Context: an optimization exercise on an open-source flow, tuned for small area, a short achievable clock period and few clock cycles per item. The choices shown serve that exercise and are no tape-out recipe. In this exercise RTL edits were held to simulation tests only and were not proved equivalent to the original. Power and IR drop assume default switching activity.

==> design/flow/design.v <==
package sat_pkg;
  localparam int unsigned ADDR_W  = 32;
  localparam int unsigned COUNT_W = 5;
  localparam logic [1:0] OP_CLEAR = 2'd0;
  localparam logic [1:0] OP_LOAD  = 2'd1;
  localparam logic [1:0] OP_V2F   = 2'd2;
  localparam logic [1:0] OP_F2V   = 2'd3;
  localparam logic [1:0] STATUS_OK   = 2'd0;
  localparam logic [1:0] STATUS_MISS = 2'd1;
  localparam logic [1:0] STATUS_FULL = 2'd2;
  localparam logic [ADDR_W-1:0] FILE_ALIGN_RST = 32'd512;
  localparam logic [ADDR_W-1:0] SECT_ALIGN_RST = 32'd4096;
endpackage
module section_address_translator (
  input  logic               clk,
  input  logic               rst_n,
  input  logic               cfg_we,
  input  logic [0:0]         cfg_index,
  input  logic [sat_pkg::ADDR_W-1:0]  cfg_data,
  input  logic               in_valid,
  output logic               in_ready,
  input  logic [1:0]         in_op,
  input  logic [sat_pkg::ADDR_W-1:0]  in_address,
  input  logic [sat_pkg::ADDR_W-1:0]  in_raw_start,
  input  logic [sat_pkg::ADDR_W-1:0]  in_raw_size,
  input  logic [sat_pkg::ADDR_W-1:0]  in_virt_start,
  input  logic [sat_pkg::ADDR_W-1:0]  in_virt_size,
  output logic               out_valid,
  input  logic               out_ready,
  output logic [1:0]         out_status,
  output logic [sat_pkg::ADDR_W-1:0]  out_translated,
  output logic [sat_pkg::ADDR_W-1:0]  out_raw_end_rounded,
  output logic [sat_pkg::ADDR_W-1:0]  out_virt_end_rounded,
  output logic [sat_pkg::COUNT_W-1:0] out_entry_count
);
  localparam int N = 16;
  function automatic logic [N-1:0] msb_onehot(input logic [N-1:0] v);
    msb_onehot = '0;
    for (int i = 0; i < N; i++) if (v[i]) msb_onehot = N'(1) << i;
  endfunction
  function automatic logic [31:0] low_mask(input logic [31:0] a);
    logic z;
    z = 1'b1;
    for (int i = 0; i < 32; i++) begin
      z = z & ~a[i];
      low_mask[i] = z;
    end
  endfunction
  function automatic logic ge(input logic [31:0] x, input logic [31:0] y);
    logic c;
    c = 1'b1;
    for (int k = 0; k < 32; k++) c = (x[k] & ~y[k]) | ((x[k] | ~y[k]) & c);
    ge = c;
  endfunction
  logic [31:0] fa_r, sa_r;
  logic        fa_p2, sa_p2;    
  always_ff @(posedge clk) begin
    if (!rst_n) begin
      fa_r  <= sat_pkg::FILE_ALIGN_RST;
      sa_r  <= sat_pkg::SECT_ALIGN_RST;
      fa_p2 <= 1'b1;
      sa_p2 <= 1'b1;
    end else if (cfg_we) begin
      if (cfg_index == 1'b0) begin
        fa_r  <= cfg_data;
        fa_p2 <= (cfg_data & (cfg_data - 32'd1)) == 32'd0;
      end else begin
        sa_r  <= cfg_data;
        sa_p2 <= (cfg_data & (cfg_data - 32'd1)) == 32'd0;
      end
    end
  end
  logic [N-1:0][31:0] s_rb, s_re, s_vb, s_ve;
  logic [N-1:0]       s_v;
  logic [4:0]         count_r;
  logic [3:0]         head_r;      
  logic        full, ins_ok, accept, ins, p0_free;
  logic [31:0] raw_end_in, virt_end_in;
  logic [4:0]  count_nxt;
  assign full        = count_r[4];
  assign ins_ok      = (count_r == 5'd0) || ((head_r + 4'd1 - count_r[3:0]) == 4'd0);
  assign in_ready    = p0_free && !(in_op == sat_pkg::OP_LOAD && !full && !ins_ok);
  assign accept      = in_valid && in_ready;
  assign ins         = accept && in_op == sat_pkg::OP_LOAD && !full;
  assign raw_end_in  = in_raw_start + in_raw_size;
  assign virt_end_in = in_virt_start + in_virt_size;
  always_comb begin
    count_nxt = count_r;
    if (in_op == sat_pkg::OP_CLEAR) count_nxt = 5'd0;
    else if (in_op == sat_pkg::OP_LOAD && !full) count_nxt = count_r + 5'd1;
  end
  always_ff @(posedge clk) begin
    for (int i = 1; i < N; i++) begin
      s_rb[i] <= s_rb[i-1];
      s_re[i] <= s_re[i-1];
      s_vb[i] <= s_vb[i-1];
      s_ve[i] <= s_ve[i-1];
    end
    if (ins) begin
      s_rb[0] <= in_raw_start;
      s_re[0] <= raw_end_in;
      s_vb[0] <= in_virt_start;
      s_ve[0] <= virt_end_in;
    end else begin
      s_rb[0] <= s_rb[N-1];
      s_re[0] <= s_re[N-1];
      s_vb[0] <= s_vb[N-1];
      s_ve[0] <= s_ve[N-1];
    end
  end
  always_ff @(posedge clk) begin
    if (!rst_n) begin
      s_v     <= '0;
      count_r <= 5'd0;
      head_r  <= 4'd0;
    end else begin
      if (accept && in_op == sat_pkg::OP_CLEAR) s_v <= '0;
      else s_v <= {s_v[N-2:0], ins ? 1'b1 : s_v[N-1]};
      if (accept) count_r <= count_nxt;
      head_r <= (ins && count_r == 5'd0) ? 4'd0 : head_r + 4'd1;
    end
  end
  logic [N-1:0] lowm_r;
  always_ff @(posedge clk) begin
    for (int i = 0; i < N; i++)
      lowm_r[i] <= (4'(i) <= ((rst_n && ins && count_r == 5'd0) ? 4'd0 : head_r + 4'd1));
  end
  logic p0_v, p1_v, p2_v, out_v;
  logic p0_adv, p1_adv, p2_adv, p1_free, p2_free, stall_out;
  logic dv_need, dv_step;
  logic [5:0] dv_cnt;
  logic [1:0] p0_op, p1_op, p2_op;
  assign stall_out = out_v && !out_ready;
  assign p2_adv    = p2_v && !stall_out;
  assign p2_free   = !p2_v || p2_adv;
  assign p1_adv    = p1_v && p2_free;
  assign p1_free   = !p1_v || p1_adv;
  assign dv_need   = p0_v && p0_op == sat_pkg::OP_LOAD && !(fa_p2 && sa_p2);
  assign dv_step   = dv_need && !dv_cnt[5];
  assign p0_adv    = p0_v && p1_free && !dv_step;
  assign p0_free   = !p0_v || p0_adv;
  always_ff @(posedge clk) begin
    if (!rst_n) begin
      p0_v  <= 1'b0;
      p1_v  <= 1'b0;
      p2_v  <= 1'b0;
      out_v <= 1'b0;
    end else begin
      if (accept) p0_v <= 1'b1;
      else if (p0_adv) p0_v <= 1'b0;
      if (p0_adv) p1_v <= 1'b1;
      else if (p1_adv) p1_v <= 1'b0;
      if (p1_adv) p2_v <= 1'b1;
      else if (p2_adv) p2_v <= 1'b0;
      if (p2_adv) out_v <= 1'b1;
      else if (out_ready) out_v <= 1'b0;
    end
  end
  assign out_valid = out_v;
  logic        p0_full;
  logic [4:0]  p0_cnt;
  logic [31:0] p0_a, p0_b;     
  logic [31:0] dv_r0, dv_r1;
  logic [32:0] dv_sh0, dv_sh1;
  assign dv_sh0 = {dv_r0, p0_a[31]};
  assign dv_sh1 = {dv_r1, p0_b[31]};
  always_ff @(posedge clk) begin
    if (accept) begin
      p0_op   <= in_op;
      p0_cnt  <= count_nxt;
      p0_full <= full;
      p0_a    <= (in_op == sat_pkg::OP_LOAD) ? raw_end_in : in_address;
      p0_b    <= virt_end_in;
      dv_cnt  <= 6'd0;
      dv_r0   <= 32'd0;
      dv_r1   <= 32'd0;
    end else if (dv_step) begin
      p0_a   <= {p0_a[30:0], p0_a[31]};
      p0_b   <= {p0_b[30:0], p0_b[31]};
      dv_cnt <= dv_cnt + 6'd1;
      dv_r0  <= (dv_sh0 >= {1'b0, fa_r}) ? 32'(dv_sh0 - {1'b0, fa_r}) : dv_sh0[31:0];
      dv_r1  <= (dv_sh1 >= {1'b0, sa_r}) ? 32'(dv_sh1 - {1'b0, sa_r}) : dv_sh1[31:0];
    end
  end
  logic [N-1:0] hit;
  always_comb begin
    for (int i = 0; i < N; i++)
      hit[i] = s_v[i] && ge(p0_a, p0_op[0] ? s_rb[i] : s_vb[i])
                      && ge(p0_op[0] ? s_re[i] : s_ve[i], p0_a);
  end
  logic [31:0] m_f, m_s, r_f, r_s, rnd_f, rnd_s;
  assign m_f   = low_mask(fa_r);
  assign m_s   = low_mask(sa_r);
  assign r_f   = fa_p2 ? (p0_a & m_f) : dv_r0;
  assign r_s   = sa_p2 ? (p0_b & m_s) : dv_r1;
  assign rnd_f = (m_f[31] || r_f == 32'd0) ? p0_a : p0_a - r_f + fa_r;
  assign rnd_s = (m_s[31] || r_s == 32'd0) ? p0_b : p0_b - r_s + sa_r;
  logic [1:0]   p1_st;
  logic [4:0]   p1_cnt;
  logic [31:0]  p1_a, p1_b;    
  logic [N-1:0] p1_hit;        
  always_ff @(posedge clk) begin
    if (p1_free) begin
      p1_op  <= p0_op;
      p1_cnt <= p0_cnt;
      p1_st  <= (p0_op == sat_pkg::OP_LOAD && p0_full) ? sat_pkg::STATUS_FULL : sat_pkg::STATUS_OK;
      p1_a   <= (p0_op == sat_pkg::OP_LOAD) ? rnd_f : p0_a;
      p1_b   <= rnd_s;
      p1_hit <= {hit[N-2:0], hit[N-1]};
    end else begin
      p1_hit <= {p1_hit[N-2:0], p1_hit[N-1]};
    end
  end
  logic [N-1:0] hreq, sel;
  logic [31:0]  rb_sel, vb_sel;
  always_comb begin
    hreq = p1_hit & lowm_r;
    sel  = (hreq != '0) ? msb_onehot(hreq) : msb_onehot(p1_hit);
    rb_sel = '0;
    vb_sel = '0;
    for (int i = 0; i < N; i++) begin
      rb_sel = rb_sel | (s_rb[i] & {32{sel[i]}});
      vb_sel = vb_sel | (s_vb[i] & {32{sel[i]}});
    end
  end
  logic        p2_hit;
  logic [1:0]  p2_st;
  logic [4:0]  p2_cnt;
  logic [31:0] p2_x, p2_y, p2_a;   
  always_ff @(posedge clk) begin
    if (p2_free) begin
      p2_op  <= p1_op;
      p2_cnt <= p1_cnt;
      p2_hit <= p1_hit != '0;
      p2_st  <= p1_st;
      p2_a   <= p1_a;
      if (p1_op == sat_pkg::OP_LOAD) begin
        p2_x <= p1_a;
        p2_y <= p1_b;
      end else begin
        p2_x <= p1_op[0] ? rb_sel : vb_sel;
        p2_y <= p1_op[0] ? vb_sel : rb_sel;
      end
    end
  end
  always_ff @(posedge clk) begin
    if (p2_adv) begin
      out_entry_count      <= p2_cnt;
      out_status           <= p2_st;
      out_translated       <= 32'd0;
      out_raw_end_rounded  <= 32'd0;
      out_virt_end_rounded <= 32'd0;
      case (p2_op)
        sat_pkg::OP_LOAD: begin
          out_raw_end_rounded  <= p2_x;
          out_virt_end_rounded <= p2_y;
        end
        sat_pkg::OP_V2F, sat_pkg::OP_F2V: begin
          out_status     <= p2_hit ? sat_pkg::STATUS_OK : sat_pkg::STATUS_MISS;
          out_translated <= p2_hit ? p2_y + p2_a - p2_x : 32'hFFFF_FFFF;
        end
        default: ;
      endcase
    end
  end
endmodule
==> design/flow/run.sh <==
#!/bin/bash
# synth_recipe.tcl (not shown) runs the flow's synth.tcl, then flattens the netlist and writes it again
# the make line also repeats each setting of config.mk as NAME=value (left out here)
make -C /OpenROAD-flow-scripts/flow DESIGN_CONFIG=/design/flow/config.mk WORK_HOME=/design/flow/orfs CLKGATE_MAP_FILE= SYNTH_SCRIPT=/design/flow/synth_recipe.tcl finish
==> design/flow/config.mk <==
export PLATFORM = sky130hd
export DESIGN_NAME = section_address_translator
export DESIGN_NICKNAME = section_address_translator
export VERILOG_FILES = /design/flow/design.v
export SDC_FILE = /design/flow/constraint.sdc
export NUM_CORES = 4
export LEC_CHECK = 0
export CAP_MARGIN = 20
export CORE_MARGIN = 2
export CORE_UTILIZATION = 60
export CTS_BUF_LIST = sky130_fd_sc_hd__clkbuf_8
export SETUP_SLACK_MARGIN = 4.0
export SLEW_MARGIN = 20
==> design/flow/constraint.sdc <==
create_clock -name core_clock -period 8.0 [get_ports {clk}]
set_input_delay 1.6000 -clock core_clock [delete_from_list [all_inputs] [get_ports {clk}]]
set_output_delay 1.6000 -clock core_clock [all_outputs]
set_load 0.01 [all_outputs]
==> flow_summary_export.csv <==
group,metric,value,unit
logic_synthesis,synth.distinct_cells,89,
logic_synthesis,synth_xor_area_share,1.53,%
clock_tree,ctsRootBufferMaster,"clkbuf_8",
routing,drc,0,
logic_synthesis,synthFlopType,"dfxtp_1",
setup_path,crit_top_cell,"a21o_1",
logic_synthesis,ys_ff_latch,2596,
logic_synthesis,synth_warnings,1,
logic_synthesis,syn_inst,11100,
clock_tree,clock-sinks,2596,
logic_synthesis,synth_compound_area_share,16.7,%
grt,grt_overflow,0,
logic_synthesis,synth_nets,11700,
grt,antenna_found_initial,63,
grt,met2_usage,66.0,%
layout,multi_input_area,58000,µm²
grt,top_usage_layer,"met2",
status,status,"complete, no violations",
setup_path,path_cells,"nor4_4 -> nand2_2 -> or3_1 -> nor3b_2 -> a22o_1 -> fa_1 -> inv_2 -> ha_4 -> a21o_1 -> a21o_1 -> a21o_1 -> a21o_1 -> a21o_1 -> a2111oi_4 -> nand2b_4 -> a211oi_4 -> o2111ai_2 -> nand3_1 -> or4_1 -> a31oi_1 -> xnor2_1 -> o21ai_0",
setup_path,r2r_start,"sa_r[3]$_SDFFE_PN0P_",
placement,place_congestion,1.04,
logic_synthesis,avgSynthCellArea,10.0,µm²
layout,drive_above_1_share,20.3,%
setup_path,required,8.90,ns
setup_path,cpPeakStageDelay,0.43,ns
layout,nFillCells,12200,
routing,ant_nets,0,
power,clkPwrFrac,30.9,%
setup_path,ff2ff_setup_slack,2.80,ns
layout,final_common_cell,"dfxtp_1",
power,ir_drop,246,µV
clock_tree,cts_tree,"done",
routing,drt_wl_total,471,mm
logic_synthesis,yosys.area_share.simple,11.8,%
power,leakagePower,57.0,nW
clock_tree,holdBufCountCts,0,
setup_path,worstSetupStartpointType,"register",
setup_path,timing.rr.end,"p1_b[31]$_DFFE_PN_",
die,start_util,60.2,%
logic_synthesis,synth_top_family_by_area,"compound AO/OA/AOI/OAI gates",
routing,viasPerCell,6.82,
sta,skew,0.102,ns
layout,fin_util,74.7,%
logic_synthesis,ys_seq_area_share,49.8,%
sta,fin_crit,5.20,ns
min_path,hold_end,"s_ve[279]$_DFF_P_",
sta,rsz0062_at_grt,"true",
placement,place.port_buffers,304,
die,core,185000,µm²
setup_path,end_kind,"register",
placement,place_hpwl,317,mm
sta,max_freq,192,MHz
min_path,hold_path_depth,0,
setup_path,reg2reg_depth,22,
logic_synthesis,synth_mux_area_share,9.74,%
routing,wl_per_cell,32.0,µm
sta,worst_pin_slew,1.17,ns
power,total_power,0.0390,W
setup_path,cp_top_family,"compound AO/OA/AOI/OAI gates",
grt,grtUsageMet1,59.2,%
flow_run,cap_violations,0,
power,internal_power,0.0254,W
layout,nets,12400,
sta,post-route-period-util,65.0,%
routing,dr.first_iter.drc_count,15700,
setup_path,crit_path_max_fanout,2,
routing,drt_pass1_iterations,13,
min_path,min_path_type,"register to register",
clock_tree,cts-htree-levels,5,
layout,final-seq-area,55600,µm²
layout,layout_common_cells,"2217 x dfxtp_1, 1287 x nand2_1, 947 x mux2i_1, 611 x inv_1, 534 x nor2_1",
sta,finalSetupViolCount,0,
power,p_seq_share,41.9,%
setup_path,cp.arrival,6.10,ns
logic_synthesis,synth_edf_count,352,
power,power_density,282,nW/µm²
sta,final_max_slew_viol_count,0,
power,comb_power_share,27.1,%
logic_synthesis,synthAdderAreaFrac,6.15,%
grt,grt_pass1_wl,644,mm
grt,grt_use_met3,17.3,%
clock_tree,clkLatencyLatePin,1.15,ns
sta,fin_setup_tns,0,ns
power,p_switching,0.0135,W
grt,grt_pass1_vias,94200,
die,die_w,435,µm
die,io_pins,305,
setup_path,worst-path-buf-inv,1,
grt,grt.total_usage,46.2,%
die,die_area,189000,µm²
die,num_rows,158,
min_path,hp-start,"s_ve[247]$_DFF_P_",
setup_path,crit_type,"register to register",
sta,final_hold_viol_count,0,
sta,slew_headroom,20.7,%
clock_tree,cts.clk_slew.worst_paths,0.06,ns
logic_synthesis,netlist_area,111000,µm²
clock_tree,cts_made_buffers,420,
clock_tree,cts_buffer_depth,4,
die,die_y,435,µm
layout,syn_to_final_growth,23.9,%
grt,grt_max_degree,104,
power,switching_share,34.8,%
setup_path,critPathSlowestCell,"fa_1",
routing,via_count,100000,
logic_synthesis,async_flop_share,0,%
==> registers in the layout, indices dropped and copies added, names as in the netlist, 512 cells and up <==
name  count
s_rb    512
s_re    512
s_vb    512
s_ve    512
==> area by class of cell <==
type                            count  share of cell area, %
Antenna cell                       37                 0.0671
Clock buffer                      529                   5.28
Sequential cell                  2596                   40.3
Timing Repair inverter              1                0.00363
Multi-Input combinational cell   7373                   42.1
Inverter                          514                   1.44
Timing Repair Buffer              966                   7.61
Clock inverter                    221                   1.04
Tap cell                         2480                   2.25
==> worst register-to-register path, stage by stage (launching register included) <==
cell,delay [ns]
dfxtp_4,0.35
nor4_4,0.34
nand2_2,0.13
or3_1,0.34
nor3b_2,0.20
a22o_1,0.19
fa_1,0.43
inv_2,0.08
ha_4,0.20
a21o_1,0.15
a21o_1,0.17
a21o_1,0.20
a21o_1,0.18
a21o_1,0.21
a2111oi_4,0.39
nand2b_4,0.21
a211oi_4,0.07
o2111ai_2,0.21
nand3_1,0.13
or4_1,0.43
a31oi_1,0.18
xnor2_1,0.13
o21ai_0,0.09
==> timing repair <==
item,in CTS,in global routing
setup endpoints to repair,523,369
gates resized for setup,1056,679
setup buffers,247,177
hold endpoints to repair,0,0
pin swaps,413,514
cloned,42,19
==> synthesized netlist by cell type (all sizes together) (93+ instances only) <==
cell type | instances | area (µm²)
nand3 | 240 | 1200
nor2 | 576 | 2170
nor3 | 123 | 638
o22ai | 229 | 1430
a21o | 97 | 728
clkbuf | 462 | 1730
fa | 97 | 1940
nand4 | 120 | 751
a21oi | 439 | 2200
a22oi | 129 | 968
dfxtp | 2244 | 44900
a211oi | 93 | 698
ha | 229 | 2870
maj3 | 204 | 2040
mux2i | 1028 | 10300
xnor2 | 113 | 990
a222oi | 278 | 2780
edfxtp | 352 | 10600
o21ai | 508 | 2540
nand2 | 1333 | 5010
inv | 507 | 1900
buf | 186 | 970
a21boi | 123 | 923
and2 | 120 | 751
==> metrics by stage <==
stage / instance area (µm²) / cells / setup WS (ns) / hold WS (ns)
after floorplan: 112000 / 11100 / 2.53 / 0.323
after global placement: 117000 / 13400 / 0.673 / 0.328
after detailed placement: 117000 / 13400 / 1.79 / 0.327
after CTS: 133000 / 14500 / 2.86 / 0.291
after global routing: 138000 / 14700 / 2.66 / 0.288
final: 138000 / 14700 / 2.80 / 0.285
==> power groups by stage <==
stage / Clock, W / Combinational (W) / Sequential (W)
CTS: 0.0119 / 0.00900 / 0.0161
detailed placement: 0 / 0.00766 / 0.0164
floorplan: 0 / 0.00516 / 0.0156
global placement: 0 / 0.00742 / 0.0164
finish: 0.0121 / 0.0106 / 0.0163
global route: 0.0126 / 0.0110 / 0.0164
==> how the worst max path moves through the flow <==
stage | startpoint | to | cells past startpoint
floorplan | cfg_data[0] | fa_p2$_SDFFE_PN1P_ | 14
global placement | p0_op[0]$_DFFE_PP_ | p1_hit[3]$_DFF_P_ | 15
detailed placement | cfg_data[1] | fa_p2$_SDFFE_PN1P_ | 15
finish | sa_r[3]$_SDFFE_PN0P_ | p1_b[31]$_DFFE_PN_ | 22
CTS | head_r[0]$_SDFF_PP0_ | in_ready | 9
global route | sa_r[3]$_SDFFE_PN0P_ | p1_b[31]$_DFFE_PN_ | 22
==> per-layer routing <==
metal / vias up / part of all wire [%]
met4: 38 / 8.0
met3: 1879 / 15
met5: - / 0.069
met1: 48400 / 36
met2: 7668 / 41
li1: 42300 / -
==> logic make-up after synthesis <==
kind of cell             Yosys count
AO/OA/AOI/OAI                   2661
XOR/XNOR                         195
adder cells (fa/ha/maj)          530
buffers and inverters           1162
flip-flops                      2596
multiplexers                    1077
AND/OR/NAND/NOR                 2904
Testbench counts, summed over its fixed seeds: cycles 2,518, items 2,486.

## re-timing with driven ports
How much do the figures lean on ideal ports? The routed layout below was timed once more, with nothing changed but the port constraints. Step 1, drivers: a clkbuf_16 drives clk and a buf_2 each remaining input, both assumed. Step 2 moves the port delays by t, midway between the first and last clock arrival at a register: inputs arrive t later, outputs are due t later. That takes back most of the time a late clock gives input paths. a / b / c = ideal / step 1 / step 2; a / b = the first two.
shift t [ns]: 1.194
slack for setup (ns): 2.800 / 2.800 / 2.281
worst setup path at the end: input to register
After both steps setup and hold are still met in this run. The setup slack of this run moves by 0.000 ns with the drivers and by -0.519 ns with both steps.
